From an optimization exercise on the open Yosys and OpenROAD flow, aimed at small area; shortcuts taken in it are not production practice. At most, simulation tests tie the RTL to the original design; equivalence was not proved.

==> run B <==
==> flow/design.v <==
`default_nettype none
package rv_core_pkg;
    localparam int XLEN_DEFAULT = 64;
    localparam int REG_ADDR_W   = 5;
    localparam int ILEN         = 32;
    localparam logic [6:0] OP_REG = 7'b0110011;
    localparam logic [6:0] OP_IMM = 7'b0010011;
    localparam logic [6:0] OP_LUI = 7'b0110111;
    localparam logic [2:0] FUNCT3_ADD_SUB = 3'b000;
    localparam logic [2:0] FUNCT3_SLL     = 3'b001;
    localparam logic [2:0] FUNCT3_SLT     = 3'b010;
    localparam logic [2:0] FUNCT3_SLTU    = 3'b011;
    localparam logic [2:0] FUNCT3_XOR     = 3'b100;
    localparam logic [2:0] FUNCT3_SRL_SRA = 3'b101;
    localparam logic [2:0] FUNCT3_OR      = 3'b110;
    localparam logic [2:0] FUNCT3_AND     = 3'b111;
    localparam int ALU_OP_W = 4;
    localparam logic [ALU_OP_W-1:0] ALU_ADD    = 4'd0;
    localparam logic [ALU_OP_W-1:0] ALU_SUB    = 4'd1;
    localparam logic [ALU_OP_W-1:0] ALU_SLL    = 4'd2;
    localparam logic [ALU_OP_W-1:0] ALU_SLT    = 4'd3;
    localparam logic [ALU_OP_W-1:0] ALU_SLTU   = 4'd4;
    localparam logic [ALU_OP_W-1:0] ALU_XOR    = 4'd5;
    localparam logic [ALU_OP_W-1:0] ALU_SRL    = 4'd6;
    localparam logic [ALU_OP_W-1:0] ALU_SRA    = 4'd7;
    localparam logic [ALU_OP_W-1:0] ALU_OR     = 4'd8;
    localparam logic [ALU_OP_W-1:0] ALU_AND    = 4'd9;
    localparam logic [ALU_OP_W-1:0] ALU_PASS_B = 4'd10;
    typedef struct packed {
        logic [6:0]            funct7;
        logic [REG_ADDR_W-1:0] rs2;
        logic [REG_ADDR_W-1:0] rs1;
        logic [2:0]            funct3;
        logic [REG_ADDR_W-1:0] rd;
        logic [6:0]            opcode;
    } r_fmt_t;
    typedef struct packed {
        logic [11:0]           imm;
        logic [REG_ADDR_W-1:0] rs1;
        logic [2:0]            funct3;
        logic [REG_ADDR_W-1:0] rd;
        logic [6:0]            opcode;
    } i_fmt_t;
    typedef struct packed {
        logic [19:0]           imm;
        logic [REG_ADDR_W-1:0] rd;
        logic [6:0]            opcode;
    } u_fmt_t;
    typedef union packed {
        r_fmt_t r;
        i_fmt_t i;
        u_fmt_t u;
    } instr_t;
endpackage
`default_nettype wire
`timescale 1ns/1ps
`default_nettype none
module rv_decoder (
    input  wire [rv_core_pkg::ILEN-1:0] i_instr,
    output logic [2:0]                  o_cls       
);
    assign o_cls[0] = (i_instr[6:0] == rv_core_pkg::OP_REG);
    assign o_cls[1] = (i_instr[6:0] == rv_core_pkg::OP_IMM);
    assign o_cls[2] = (i_instr[6:0] == rv_core_pkg::OP_LUI);
endmodule
`default_nettype wire
`timescale 1ns/1ps
`default_nettype none
module rv_regfile #(
    parameter int XLEN = rv_core_pkg::XLEN_DEFAULT
) (
    input  wire                                 clk,
    input  wire                                 i_reset,
    input  wire                                 i_we,
    input  wire [rv_core_pkg::REG_ADDR_W-1:0]   i_waddr,
    input  wire [XLEN-1:0]                      i_wdata,
    input  wire [3:0]                           i_lo1,
    input  wire [7:0]                           i_hi1,
    input  wire [3:0]                           i_lo2,
    input  wire [7:0]                           i_hi2,
    input  wire [XLEN-1:0]                      i_byp,
    input  wire                                 i_byp_sel1,
    input  wire                                 i_byp_sel2,
    input  wire [XLEN-1:0]                      i_imm,
    input  wire                                 i_imm_sel,
    output logic [XLEN-1:0]                     o_rdata1,
    output logic [XLEN-1:0]                     o_rdata2
);
    localparam int NUM_REGS = 2 ** rv_core_pkg::REG_ADDR_W;
    logic [XLEN-1:0] regs [1:NUM_REGS-1];
    logic [XLEN-1:0] wdata;
    assign wdata = i_reset ? '0 : i_wdata;
    always_ff @(posedge clk) begin
        for (int i = 1; i < NUM_REGS; i++) begin
            if (i_reset || (i_we && (i_waddr == 5'(i)))) begin
                regs[i] <= wdata;
            end
        end
    end
    always_comb begin
        o_rdata1 = {XLEN{i_byp_sel1}} & i_byp;
        o_rdata2 = ({XLEN{i_byp_sel2}} & i_byp) | ({XLEN{i_imm_sel}} & i_imm);
        for (int i = 1; i < NUM_REGS; i++) begin
            o_rdata1 = o_rdata1 | ({XLEN{i_lo1[i % 4] & i_hi1[i / 4]}} & regs[i]);
            o_rdata2 = o_rdata2 | ({XLEN{i_lo2[i % 4] & i_hi2[i / 4]}} & regs[i]);
        end
    end
endmodule
`default_nettype wire
`timescale 1ns/1ps
`default_nettype none
module rv_operand_bypass (
    input  wire [rv_core_pkg::REG_ADDR_W-1:0] i_rs,
    input  wire                               i_en,
    input  wire                               i_fwd_we,
    input  wire [rv_core_pkg::REG_ADDR_W-1:0] i_fwd_rd,
    output logic [3:0]                        o_lo,
    output logic [7:0]                        o_hi,
    output logic                              o_byp
);
    assign o_byp = i_en && i_fwd_we && (i_fwd_rd == i_rs);
    always_comb begin
        for (int k = 0; k < 4; k++) begin
            o_lo[k] = (i_rs[1:0] == 2'(k));
        end
        for (int j = 0; j < 8; j++) begin
            o_hi[j] = i_en && !o_byp && (i_rs[4:2] == 3'(j));
        end
    end
endmodule
`default_nettype wire
`timescale 1ns/1ps
`default_nettype none
module rv_alu #(
    parameter int XLEN = rv_core_pkg::XLEN_DEFAULT
) (
    input  wire              i_sub,       
    input  wire              i_sel_sum,
    input  wire              i_sel_slt,
    input  wire              i_sel_sltu,
    input  wire              i_sel_sh,
    input  wire              i_sh_left,
    input  wire              i_sh_arith,
    input  wire              i_sel_p,     
    input  wire              i_sel_g,     
    input  wire [XLEN-1:0]   i_op_a,
    input  wire [XLEN-1:0]   i_op_b,
    output logic [XLEN-1:0]  o_result
);
    localparam int SHAMT_W = $clog2(XLEN);
    logic [XLEN-1:0] bx;
    logic [XLEN-1:0] p;
    logic [XLEN-1:0] g;
    logic [XLEN:0]   c;
    logic [XLEN-1:0] sum;
    logic            lt_s;
    logic            lt_u;
    assign bx  = i_op_b ^ {XLEN{i_sub}};
    assign p   = i_op_a ^ bx;
    assign g   = i_op_a & bx;
    logic [XLEN-1:0] pg_g [0:SHAMT_W];
    logic [XLEN-1:0] pg_p [0:SHAMT_W];
    always_comb begin
        pg_g[0]    = g;
        pg_p[0]    = p;
        pg_g[0][0] = g[0] | (p[0] & i_sub);
        for (int k = 0; k < SHAMT_W; k++) begin
            for (int i = 0; i < XLEN; i++) begin
                if (((i >> k) & 1) == 1) begin
                    pg_g[k+1][i] = pg_g[k][i] | (pg_p[k][i] & pg_g[k][((i >> k) << k) - 1]);
                    pg_p[k+1][i] = pg_p[k][i] & pg_p[k][((i >> k) << k) - 1];
                end else begin
                    pg_g[k+1][i] = pg_g[k][i];
                    pg_p[k+1][i] = pg_p[k][i];
                end
            end
        end
        c = {pg_g[SHAMT_W], i_sub};
    end
    assign sum = p ^ c[XLEN-1:0];
    assign lt_u = ~c[XLEN];
    assign lt_s = (i_op_a[XLEN-1] ^ i_op_b[XLEN-1]) ? i_op_a[XLEN-1] : sum[XLEN-1];
    logic [SHAMT_W-1:0] shamt;
    logic [XLEN-1:0]    sh_in;
    logic [XLEN-1:0]    sh_st [0:SHAMT_W/2];
    logic [XLEN-1:0]    sh_out;
    logic               fill;
    assign shamt = i_op_b[SHAMT_W-1:0];
    assign fill  = i_sh_arith & i_op_a[XLEN-1];
    always_comb begin
        for (int i = 0; i < XLEN; i++) begin
            sh_in[i] = i_sh_left ? i_op_a[XLEN-1-i] : i_op_a[i];
        end
        sh_st[0] = sh_in;
        for (int k = 0; k < SHAMT_W / 2; k++) begin
            for (int i = 0; i < XLEN; i++) begin
                sh_st[k+1][i] = sh_st[k][i];
                for (int m = 1; m < 4; m++) begin
                    if (shamt[2*k +: 2] == 2'(m)) begin
                        sh_st[k+1][i] = (i + m * (1 << (2 * k)) < XLEN)
                                      ? sh_st[k][i + m * (1 << (2 * k))] : fill;
                    end
                end
            end
        end
        for (int i = 0; i < XLEN; i++) begin
            sh_out[i] = i_sh_left ? sh_st[SHAMT_W/2][XLEN-1-i] : sh_st[SHAMT_W/2][i];
        end
    end
    always_comb begin
        o_result = ({XLEN{i_sel_sum}} & sum)
                 | ({XLEN{i_sel_sh}}  & sh_out)
                 | ({XLEN{i_sel_p}}   & p)
                 | ({XLEN{i_sel_g}}   & g);
        o_result[0] = o_result[0] | (i_sel_slt & lt_s) | (i_sel_sltu & lt_u);
    end
endmodule
`default_nettype wire
`timescale 1ns/1ps
`default_nettype none
module rv_int_pipe #(
    parameter int XLEN = rv_core_pkg::XLEN_DEFAULT
) (
    input  wire                                 clk,
    input  wire                                 i_reset,
    input  wire                                 i_instr_valid,
    input  wire [rv_core_pkg::ILEN-1:0]         i_instr,
    output logic                                o_retire_valid,
    output logic                                o_retire_we,
    output logic [rv_core_pkg::REG_ADDR_W-1:0]  o_retire_rd,
    output logic [XLEN-1:0]                     o_retire_data
);
    localparam int NST = 3;
    logic [2:0]           in_cls;
    logic [NST:1]         st_valid;
    logic [2:0]           st_cls   [1:NST];
    logic [31:7]          st_bits  [1:NST];
    rv_decoder u_decoder (
        .i_instr (i_instr),
        .o_cls   (in_cls)
    );
    always_ff @(posedge clk) begin
        if (i_reset) begin
            st_valid <= '0;
        end else begin
            st_valid <= {st_valid[NST-1:1], i_instr_valid};
        end
    end
    always_ff @(posedge clk) begin
        st_cls[1]  <= in_cls;
        st_bits[1] <= i_instr[31:7];
        for (int s = 2; s <= NST; s++) begin
            st_cls[s]  <= st_cls[s-1];
            st_bits[s] <= st_bits[s-1];
        end
    end
    logic        s3_fwd_we;
    logic [3:0]  lo1_d, lo2_d, lo1, lo2;
    logic [7:0]  hi1_d, hi2_d, hi1, hi2;
    logic        byp1_d, byp2_d, byp1, byp2;
    assign s3_fwd_we = st_valid[NST] && (st_cls[NST] != 3'b000) && (st_bits[NST][11:7] != '0);
    rv_operand_bypass u_sel1 (
        .i_rs     (st_bits[NST-1][19:15]),
        .i_en     (st_cls[NST-1][0] | st_cls[NST-1][1]),
        .i_fwd_we (s3_fwd_we),
        .i_fwd_rd (st_bits[NST][11:7]),
        .o_lo     (lo1_d),
        .o_hi     (hi1_d),
        .o_byp    (byp1_d)
    );
    rv_operand_bypass u_sel2 (
        .i_rs     (st_bits[NST-1][24:20]),
        .i_en     (st_cls[NST-1][0]),
        .i_fwd_we (s3_fwd_we),
        .i_fwd_rd (st_bits[NST][11:7]),
        .o_lo     (lo2_d),
        .o_hi     (hi2_d),
        .o_byp    (byp2_d)
    );
    always_ff @(posedge clk) begin
        lo1  <= lo1_d;
        hi1  <= hi1_d;
        byp1 <= byp1_d;
        lo2  <= lo2_d;
        hi2  <= hi2_d;
        byp2 <= byp2_d;
    end
    logic [31:7]  w;
    logic         is_reg, is_imm, is_lui, is_ri, supported;
    logic [2:0]   f3;
    logic [4:0]   rd;
    logic [XLEN-1:0] imm;
    logic [XLEN-1:0] op_a, op_b, result;
    assign w      = st_bits[NST];
    assign is_reg = st_cls[NST][0];
    assign is_imm = st_cls[NST][1];
    assign is_lui = st_cls[NST][2];
    assign is_ri  = is_reg | is_imm;
    assign supported = is_ri | is_lui;
    assign f3     = w[14:12];
    assign rd     = w[11:7];
    always_comb begin
        imm        = {{(XLEN-31){w[31]}}, 31'b0};
        imm[30:12] = is_lui ? w[30:12] : {19{w[31]}};
        imm[11:0]  = is_lui ? 12'b0 : w[31:20];
    end
    logic                                 wb_valid;
    logic                                 wb_we;
    logic [rv_core_pkg::REG_ADDR_W-1:0]   wb_rd;
    logic [XLEN-1:0]                      wb_result;
    rv_regfile #(.XLEN(XLEN)) u_regfile (
        .clk        (clk),
        .i_reset    (i_reset),
        .i_we       (wb_we),
        .i_waddr    (wb_rd),
        .i_wdata    (wb_result),
        .i_lo1      (lo1),
        .i_hi1      (hi1),
        .i_lo2      (lo2),
        .i_hi2      (hi2),
        .i_byp      (wb_result),
        .i_byp_sel1 (byp1),
        .i_byp_sel2 (byp2),
        .i_imm      (imm),
        .i_imm_sel  (is_imm | is_lui),
        .o_rdata1   (op_a),
        .o_rdata2   (op_b)
    );
    rv_alu #(.XLEN(XLEN)) u_alu (
        .i_sub      (is_ri && ((f3 == 3'b000 && w[30] && is_reg) || f3[2:1] == 2'b01)),
        .i_sel_sum  ((is_ri && f3 == 3'b000) || is_lui),
        .i_sel_slt  (is_ri && f3 == 3'b010),
        .i_sel_sltu (is_ri && f3 == 3'b011),
        .i_sel_sh   (is_ri && f3[1:0] == 2'b01),
        .i_sh_left  (~f3[2]),
        .i_sh_arith (f3[2] & w[30]),
        .i_sel_p    (is_ri && f3[2] && !f3[0]),
        .i_sel_g    (is_ri && f3[2] && f3[1]),
        .i_op_a     (op_a),
        .i_op_b     (op_b),
        .o_result   (result)
    );
    always_ff @(posedge clk) begin
        if (i_reset) begin
            wb_valid <= 1'b0;
            wb_we    <= 1'b0;
        end else begin
            wb_valid <= st_valid[NST];
            wb_we    <= s3_fwd_we;
        end
    end
    always_ff @(posedge clk) begin
        wb_rd     <= rd;
        wb_result <= result;
    end
    assign o_retire_valid = wb_valid;
    assign o_retire_we    = wb_we;
    assign o_retire_rd    = wb_rd;
    assign o_retire_data  = wb_result;
endmodule
`default_nettype wire
==> flow/run.sh <==
#!/bin/bash
# synth_recipe.tcl (not shown) runs the flow's synth.tcl, then flattens the netlist and writes it again
# the make line also repeats each setting of config.mk as NAME=value (left out here)
make -C /OpenROAD-flow-scripts/flow DESIGN_CONFIG=/design/flow/config.mk WORK_HOME=/design/flow/orfs CLKGATE_MAP_FILE= SYNTH_SCRIPT=/design/flow/synth_recipe.tcl finish
==> flow/config.mk <==
export PLATFORM = sky130hd
export DESIGN_NAME = rv_int_pipe
export DESIGN_NICKNAME = rv_int_pipe
export VERILOG_FILES = /design/flow/design.v
export SDC_FILE = /design/flow/constraint.sdc
export NUM_CORES = 4
export LEC_CHECK = 0
export CAP_MARGIN = 5
export CORE_MARGIN = 2
export CORE_UTILIZATION = 70
export GPL_TIMING_DRIVEN = 0
export SETUP_SLACK_MARGIN = 0.05
export SLEW_MARGIN = 5
==> flow/constraint.sdc <==
create_clock -name core_clock -period 6.0 [get_ports {clk}]
set_input_delay 1.2000 -clock core_clock [delete_from_list [all_inputs] [get_ports {clk}]]
set_output_delay 1.2000 -clock core_clock [all_outputs]
set_load 0.01 [all_outputs]
==> run R: changes against run B <==
--- a/flow/design.v
+++ b/flow/design.v
@@ -74,10 +74,8 @@
     input  wire                                 i_we,
     input  wire [rv_core_pkg::REG_ADDR_W-1:0]   i_waddr,
     input  wire [XLEN-1:0]                      i_wdata,
-    input  wire [3:0]                           i_lo1,
-    input  wire [7:0]                           i_hi1,
-    input  wire [3:0]                           i_lo2,
-    input  wire [7:0]                           i_hi2,
+    input  wire [31:1]                          i_sel1,
+    input  wire [31:1]                          i_sel2,
     input  wire [XLEN-1:0]                      i_byp,
     input  wire                                 i_byp_sel1,
     input  wire                                 i_byp_sel2,
@@ -97,14 +95,49 @@
             end
         end
     end
+    localparam int NGRP = 11;
+    logic [3*NGRP-1:0] sel1_all, sel2_all;
+    logic [XLEN-1:0]   in1_all [0:3*NGRP-1];
+    logic [XLEN-1:0]   in2_all [0:3*NGRP-1];
+    logic [NGRP-1:0]   grp1_n  [0:XLEN-1];
+    logic [NGRP-1:0]   grp2_n  [0:XLEN-1];
     always_comb begin
-        o_rdata1 = {XLEN{i_byp_sel1}} & i_byp;
-        o_rdata2 = ({XLEN{i_byp_sel2}} & i_byp) | ({XLEN{i_imm_sel}} & i_imm);
+        sel1_all = {1'b0, 1'b0, i_sel1, i_byp_sel1};
+        sel2_all = {1'b0, i_sel2, i_imm_sel, i_byp_sel2};
+        in1_all[0] = i_byp;
+        in2_all[0] = i_byp;
+        in2_all[1] = i_imm;
         for (int i = 1; i < NUM_REGS; i++) begin
-            o_rdata1 = o_rdata1 | ({XLEN{i_lo1[i % 4] & i_hi1[i / 4]}} & regs[i]);
-            o_rdata2 = o_rdata2 | ({XLEN{i_lo2[i % 4] & i_hi2[i / 4]}} & regs[i]);
+            in1_all[i]     = regs[i];
+            in2_all[i + 1] = regs[i];
         end
+        in1_all[NUM_REGS]     = '0;
+        in1_all[NUM_REGS + 1] = '0;
+        in2_all[NUM_REGS + 1] = '0;
     end
+    for (genvar b = 0; b < XLEN; b++) begin : g_bit
+        for (genvar k = 0; k < NGRP; k++) begin : g_grp
+            rv_regfile_aoi3 u_aoi1 (
+                .i_sel  (sel1_all[3*k +: 3]),
+                .i_data ({in1_all[3*k+2][b], in1_all[3*k+1][b], in1_all[3*k][b]}),
+                .o_y_n  (grp1_n[b][k])
+            );
+            rv_regfile_aoi3 u_aoi2 (
+                .i_sel  (sel2_all[3*k +: 3]),
+                .i_data ({in2_all[3*k+2][b], in2_all[3*k+1][b], in2_all[3*k][b]}),
+                .o_y_n  (grp2_n[b][k])
+            );
+        end
+        assign o_rdata1[b] = ~&grp1_n[b];
+        assign o_rdata2[b] = ~&grp2_n[b];
+    end
+endmodule
+module rv_regfile_aoi3 (
+    input  wire [2:0] i_sel,
+    input  wire [2:0] i_data,
+    output logic      o_y_n
+);
+    assign o_y_n = ~|(i_sel & i_data);
 endmodule
 `default_nettype wire
 `timescale 1ns/1ps
@@ -114,17 +147,13 @@
     input  wire                               i_en,
     input  wire                               i_fwd_we,
     input  wire [rv_core_pkg::REG_ADDR_W-1:0] i_fwd_rd,
-    output logic [3:0]                        o_lo,
-    output logic [7:0]                        o_hi,
+    output logic [31:1]                       o_sel,
     output logic                              o_byp
 );
     assign o_byp = i_en && i_fwd_we && (i_fwd_rd == i_rs);
     always_comb begin
-        for (int k = 0; k < 4; k++) begin
-            o_lo[k] = (i_rs[1:0] == 2'(k));
-        end
-        for (int j = 0; j < 8; j++) begin
-            o_hi[j] = i_en && !o_byp && (i_rs[4:2] == 3'(j));
+        for (int r = 1; r < 32; r++) begin
+            o_sel[r] = i_en && !o_byp && (i_rs == 5'(r));
         end
     end
 endmodule
@@ -181,31 +210,43 @@
     assign lt_u = ~c[XLEN];
     assign lt_s = (i_op_a[XLEN-1] ^ i_op_b[XLEN-1]) ? i_op_a[XLEN-1] : sum[XLEN-1];
     logic [SHAMT_W-1:0] shamt;
-    logic [XLEN-1:0]    sh_in;
     logic [XLEN-1:0]    sh_st [0:SHAMT_W/2];
     logic [XLEN-1:0]    sh_out;
-    logic               fill;
-    assign shamt = i_op_b[SHAMT_W-1:0];
-    assign fill  = i_sh_arith & i_op_a[XLEN-1];
-    always_comb begin
-        for (int i = 0; i < XLEN; i++) begin
-            sh_in[i] = i_sh_left ? i_op_a[XLEN-1-i] : i_op_a[i];
-        end
-        sh_st[0] = sh_in;
-        for (int k = 0; k < SHAMT_W / 2; k++) begin
-            for (int i = 0; i < XLEN; i++) begin
-                sh_st[k+1][i] = sh_st[k][i];
-                for (int m = 1; m < 4; m++) begin
-                    if (shamt[2*k +: 2] == 2'(m)) begin
-                        sh_st[k+1][i] = (i + m * (1 << (2 * k)) < XLEN)
-                                      ? sh_st[k][i + m * (1 << (2 * k))] : fill;
-                    end
-                end
+    logic               fill_n;
+    assign shamt  = i_op_b[SHAMT_W-1:0];
+    assign fill_n = ~(i_sh_arith & i_op_a[XLEN-1]);
+    for (genvar i = 0; i < XLEN; i++) begin : g_sh_in
+        rv_alu_mux2i u_mux (
+            .i_d   ({i_op_a[XLEN-1-i], i_op_a[i]}),
+            .i_s   (i_sh_left),
+            .o_y_n (sh_st[0][i])
+        );
+    end
+    for (genvar k = 0; k < SHAMT_W / 2; k++) begin : g_sh_lvl
+        for (genvar i = 0; i < XLEN; i++) begin : g_bit
+            localparam int S = 1 << (2 * k);
+            if (i + 3 * S < XLEN) begin : g_mux
+                rv_alu_mux4 u_mux (
+                    .i_d ({sh_st[k][i+3*S], sh_st[k][i+2*S], sh_st[k][i+S], sh_st[k][i]}),
+                    .i_s (shamt[2*k +: 2]),
+                    .o_y (sh_st[k+1][i])
+                );
+            end else begin : g_fill
+                logic [3:0] d;
+                assign d[0] = sh_st[k][i];
+                assign d[1] = (i + S < XLEN) ? sh_st[k][i + S] : fill_n;
+                assign d[2] = (i + 2 * S < XLEN) ? sh_st[k][i + 2 * S] : fill_n;
+                assign d[3] = fill_n;
+                assign sh_st[k+1][i] = d[shamt[2*k +: 2]];
             end
         end
-        for (int i = 0; i < XLEN; i++) begin
-            sh_out[i] = i_sh_left ? sh_st[SHAMT_W/2][XLEN-1-i] : sh_st[SHAMT_W/2][i];
-        end
+    end
+    for (genvar i = 0; i < XLEN; i++) begin : g_sh_out
+        rv_alu_mux2i u_mux (
+            .i_d   ({sh_st[SHAMT_W/2][XLEN-1-i], sh_st[SHAMT_W/2][i]}),
+            .i_s   (i_sh_left),
+            .o_y_n (sh_out[i])
+        );
     end
     always_comb begin
         o_result = ({XLEN{i_sel_sum}} & sum)
@@ -215,6 +256,20 @@
         o_result[0] = o_result[0] | (i_sel_slt & lt_s) | (i_sel_sltu & lt_u);
     end
 endmodule
+module rv_alu_mux2i (
+    input  wire [1:0] i_d,
+    input  wire       i_s,
+    output logic      o_y_n
+);
+    assign o_y_n = ~(i_s ? i_d[1] : i_d[0]);
+endmodule
+module rv_alu_mux4 (
+    input  wire [3:0] i_d,
+    input  wire [1:0] i_s,
+    output logic      o_y
+);
+    assign o_y = i_d[i_s];
+endmodule
 `default_nettype wire
 `timescale 1ns/1ps
 `default_nettype none
@@ -255,8 +310,7 @@
         end
     end
     logic        s3_fwd_we;
-    logic [3:0]  lo1_d, lo2_d, lo1, lo2;
-    logic [7:0]  hi1_d, hi2_d, hi1, hi2;
+    logic [31:1] sel1_d, sel2_d, sel1, sel2;
     logic        byp1_d, byp2_d, byp1, byp2;
     assign s3_fwd_we = st_valid[NST] && (st_cls[NST] != 3'b000) && (st_bits[NST][11:7] != '0);
     rv_operand_bypass u_sel1 (
@@ -264,8 +318,7 @@
         .i_en     (st_cls[NST-1][0] | st_cls[NST-1][1]),
         .i_fwd_we (s3_fwd_we),
         .i_fwd_rd (st_bits[NST][11:7]),
-        .o_lo     (lo1_d),
-        .o_hi     (hi1_d),
+        .o_sel    (sel1_d),
         .o_byp    (byp1_d)
     );
     rv_operand_bypass u_sel2 (
@@ -273,16 +326,13 @@
         .i_en     (st_cls[NST-1][0]),
         .i_fwd_we (s3_fwd_we),
         .i_fwd_rd (st_bits[NST][11:7]),
-        .o_lo     (lo2_d),
-        .o_hi     (hi2_d),
+        .o_sel    (sel2_d),
         .o_byp    (byp2_d)
     );
     always_ff @(posedge clk) begin
-        lo1  <= lo1_d;
-        hi1  <= hi1_d;
+        sel1 <= sel1_d;
         byp1 <= byp1_d;
-        lo2  <= lo2_d;
-        hi2  <= hi2_d;
+        sel2 <= sel2_d;
         byp2 <= byp2_d;
     end
     logic [31:7]  w;
@@ -314,10 +364,8 @@
         .i_we       (wb_we),
         .i_waddr    (wb_rd),
         .i_wdata    (wb_result),
-        .i_lo1      (lo1),
-        .i_hi1      (hi1),
-        .i_lo2      (lo2),
-        .i_hi2      (hi2),
+        .i_sel1     (sel1),
+        .i_sel2     (sel2),
         .i_byp      (wb_result),
         .i_byp_sel1 (byp1),
         .i_byp_sel2 (byp2),
CELL_PAD_IN_SITES_DETAIL_PLACEMENT = 1   (was default)
CORE_UTILIZATION = 40   (was 70)
CTS_CLUSTER_DIAMETER = 100   (was default)
CTS_CLUSTER_SIZE = 20   (was default)
GPL_TIMING_DRIVEN = default   (was 0)
PLACE_DENSITY = 0.45   (was default)
SETUP_SLACK_MARGIN = 0.2   (was 0.05)
SYNTH_HIERARCHICAL = 1   (was default)
SYNTH_MINIMUM_KEEP_SIZE = 0   (was default)
==> results.txt <==
Run B stopped in global routing (5_1_grt) with GRT-0116. Run R finished with timing, DRC and antenna clean.
In run R the synthesized area is lower than in run B, by 7.7%.
Of run B and run R, run B has the higher synthesized cell count (gap 39%, measured against run R).
==> figures <==
metric	run R	run B
Port Buf Inserts	105	104
Status	timing/DRC/antenna clean	stopped before the end
Last stage reached	-	global routing (5_1_grt)
CTS resizes	1	1262
Cell Rows	177	139
Number of sinks on the clock net	2206	2168
Synth Register Bits	2206	2168
Placed instance area	103000 sq um	110000 sq um
Dpl cells	9096	9966
Global placement routability congestion	0.992	1.49
Share of the synthesized area in the top cell type	63.8%	58.9%
Width of the die	487 um	384 um
Share of the yosys chip area belonging to registers	68.5%	62.5%
Yosys warnings	28	12
Hpwl dp	307 mm	479 mm
Gate count after technology mapping	5547	7722
Mux share of post-synthesis cell area	4.97%	2.52%
Simple-Gate Fraction of Synth Area	5.48%	7.11%
Unique masters post-synth	84	101
Number of clock buffers inserted by TritonCTS	133	206
Initial standard-cell utilization of the core	40.2%	70.5%
Worst slack at placement	0.0297 ns	-3.31 ns
No functional check of the RTL was part of run B.

-- afterwards: timing with drivers on the ports --
Ports are ideal in the flow. The routed layout listed here was re-timed in OpenROAD. Step 1: set_driving_cell puts a clkbuf_16 on clk and a buf_2 on each other input, an assumption about the parent block. Step 2 moves the port delays by t, midway between the first and last clock arrival at a register: inputs arrive t later, outputs are due t later. That takes back most of the time a late clock gives input paths. a / b / c = no drivers / after step 1 / after step 2; a / b = the first two.
run: run R
t, ns: 0.928
setup slack, ns: 0.287 / 0.287 / 0.287
hold slack, ns: 0.321 / 0.321 / 0.321
worst setup path at the end: register to register
pins driven straight from the clock port: 1
After both steps setup and hold are still met in run R. For run R, drivers alone change the setup slack by 0.000 ns; drivers and shift together by 0.000 ns.
